This is an optimization exercise on Yosys and OpenROAD, whose aim is small area, not a production implementation. Only simulation tests tie the RTL to the original design; equivalence was not proved. No activity file was given, so power comes from the tool's default toggle rates.

== run P ==
## param_register_file
module param_register_file #(
  parameter int WIDTH     = 32,
  parameter int DEPTH     = 32,
  parameter int ZERO_REG0 = 1,
  parameter int BYPASS    = 1,
  parameter int AW        = $clog2(DEPTH)
) (
  input  logic             clk,
  input  logic             rst,
  input  logic             we,
  input  logic [AW-1:0]    waddr,
  input  logic [WIDTH-1:0] wdata,
  input  logic [AW-1:0]    raddr1,
  input  logic [AW-1:0]    raddr2,
  output logic [WIDTH-1:0] rdata1,
  output logic [WIDTH-1:0] rdata2,
  input  logic             sb_set,
  input  logic [AW-1:0]    sb_addr,
  output logic             rpend1,
  output logic             rpend2,
  input  logic             clr_req,
  output logic             clr_busy,
  output logic             wr_drop
);
  localparam int unsigned DEPTH_U = DEPTH;
  localparam logic [AW-1:0] LAST  = AW'(DEPTH - 1);
  localparam int FIRST = (ZERO_REG0 != 0) ? 1 : 0;
  localparam int NIN = 1 + DEPTH - FIRST;
  logic          r_busy;      
  logic [AW-1:0] r_cnt;       
  logic          r_wr_drop;
  logic w_wr_ok;
  logic w_set_ok;
  assign w_wr_ok  = we && !r_busy && (32'(waddr) < DEPTH_U) &&
                    !((ZERO_REG0 != 0) && (waddr == '0));
  ...
==> flow/config.mk <==
export PLATFORM = sky130hd
export DESIGN_NAME = param_register_file
export DESIGN_NICKNAME = param_register_file
export VERILOG_FILES = /design/flow/design.v
export SDC_FILE = /design/flow/constraint.sdc
export NUM_CORES = 4
export LEC_CHECK = 0
export CAP_MARGIN = 0
export CORE_MARGIN = 2
export CORE_UTILIZATION = 45
export SETUP_SLACK_MARGIN = 0.1
export SLEW_MARGIN = 0
export SYNTH_HIERARCHICAL = 1
export SYNTH_MINIMUM_KEEP_SIZE = 0
==> flow/constraint.sdc <==
create_clock -name core_clock -period 6.0 [get_ports {clk}]
set_input_delay 1.2000 -clock core_clock [delete_from_list [all_inputs] [get_ports {clk}]]
set_output_delay 1.2000 -clock core_clock [all_outputs]
set_load 0.01 [all_outputs]
standard.sh (not shown) runs the stock make flow with config.mk's settings and CLKGATE_MAP_FILE= SYNTH_SCRIPT=/design/flow/synth_recipe.tcl, a recipe that flattens the netlist after the stock synthesis.
==> flow/flow/run.sh <==
#!/bin/bash
# Own layout flow: the standard flow (standard.sh) with these changes.
#  * Ports get a plain sky130_fd_sc_hd__buf_2 buffer instead of the buffer
#    that buffer_ports picks by default (a slow clkdlybuf4s50_1).
#  * Clock tree synthesis uses clkbuf_4 buffers, small sink clusters and no
#    dummy loads.
# Everything else (synthesis, floorplan, power grid, placement, routing) is the
# standard flow. Each make step logs to orfs/logs/...; make's own output goes
# to standard.log in the run folder.
set -euo pipefail
export BUFFER_PORTS_ARGS="-buffer_cell sky130_fd_sc_hd__buf_2"
export CTS_ARGS="-sink_clustering_enable -repair_clock_nets -dont_use_dummy_load -buf_list sky130_fd_sc_hd__clkbuf_4 -sink_clustering_size 8 -sink_clustering_max_diameter 30"
bash standard.sh > standard.log 2>&1
Run P completed end to end with timing, DRC and antenna clean.
## Diff of input files: run C against run P
Settings: putting CTS_BUF_LIST at sky130_fd_sc_hd__clkbuf_4 where nothing was set; putting CTS_CLUSTER_DIAMETER at 30 where nothing was set; putting CTS_CLUSTER_SIZE at 8 where nothing was set; clearing SETUP_SLACK_MARGIN, which used to be 0.1.
==> flow/run.sh (new file) <==
#!/bin/bash
# synth_recipe.tcl (not shown) runs the flow's synth.tcl, then flattens the netlist and writes it again
# the make line also repeats each setting of config.mk as NAME=value (left out here)
make -C /OpenROAD-flow-scripts/flow DESIGN_CONFIG=/design/flow/config.mk WORK_HOME=/design/flow/orfs CLKGATE_MAP_FILE= SYNTH_SCRIPT=/design/flow/synth_recipe.tcl finish
removed: flow/flow/run.sh
removed: flow/standard.sh
Notes after the runs:
Run C finished every stage; the final checks, however, were not passed, the failures being negative setup slack.
Run C: routed wire length is 3.6% lower than what run P reported.
A type of the worst setup path of reg2out is what run P shows, while in2out belongs to run C.
[run C] hold slack rose 190 ps relative to run P
Going from run P to run C, area added between synthesis and finish went up by 10 points, post-place setup slack saw a decrease, sequential power neither gained nor lost much.
Clock-buffer cell count grows by more than 10% when moving from run P to run C.
Run C vs. run P: post-CTS setup repair buffer count rose 6; core utilization higher; switching fraction of total power saw a decrease.

## re-timing with driven ports
In the flow no input, the clock included, has a driving cell. The finished layouts below were timed again as built, in two steps.
Step 1: set_driving_cell puts a clkbuf_16 on clk and a buf_2 on each other input, an assumption about the parent block.
Step 2 also shifts input and output timing later by t, the mid clock arrival at the registers, as if the neighbouring blocks saw the same clock.
a / b / c = no drivers / after step 1 / after step 2; a / b = the first two.
| run | t, ns | setup slack, ns | slew at the worst register clock pin (ns) | cell pins on the clock port's net |
|---|---|---|---|---|
| run P | 1.192 | 0.132 / 0.064 / 0.215 | 0.10 / 0.10 | 1 |
| run C | 1.192 | -0.030 / -0.053 / -0.053 | 0.10 / 0.10 | 1 |
The setup slack of run C, which loses most, moves by -0.023 ns with the drivers and by -0.023 ns with both steps.
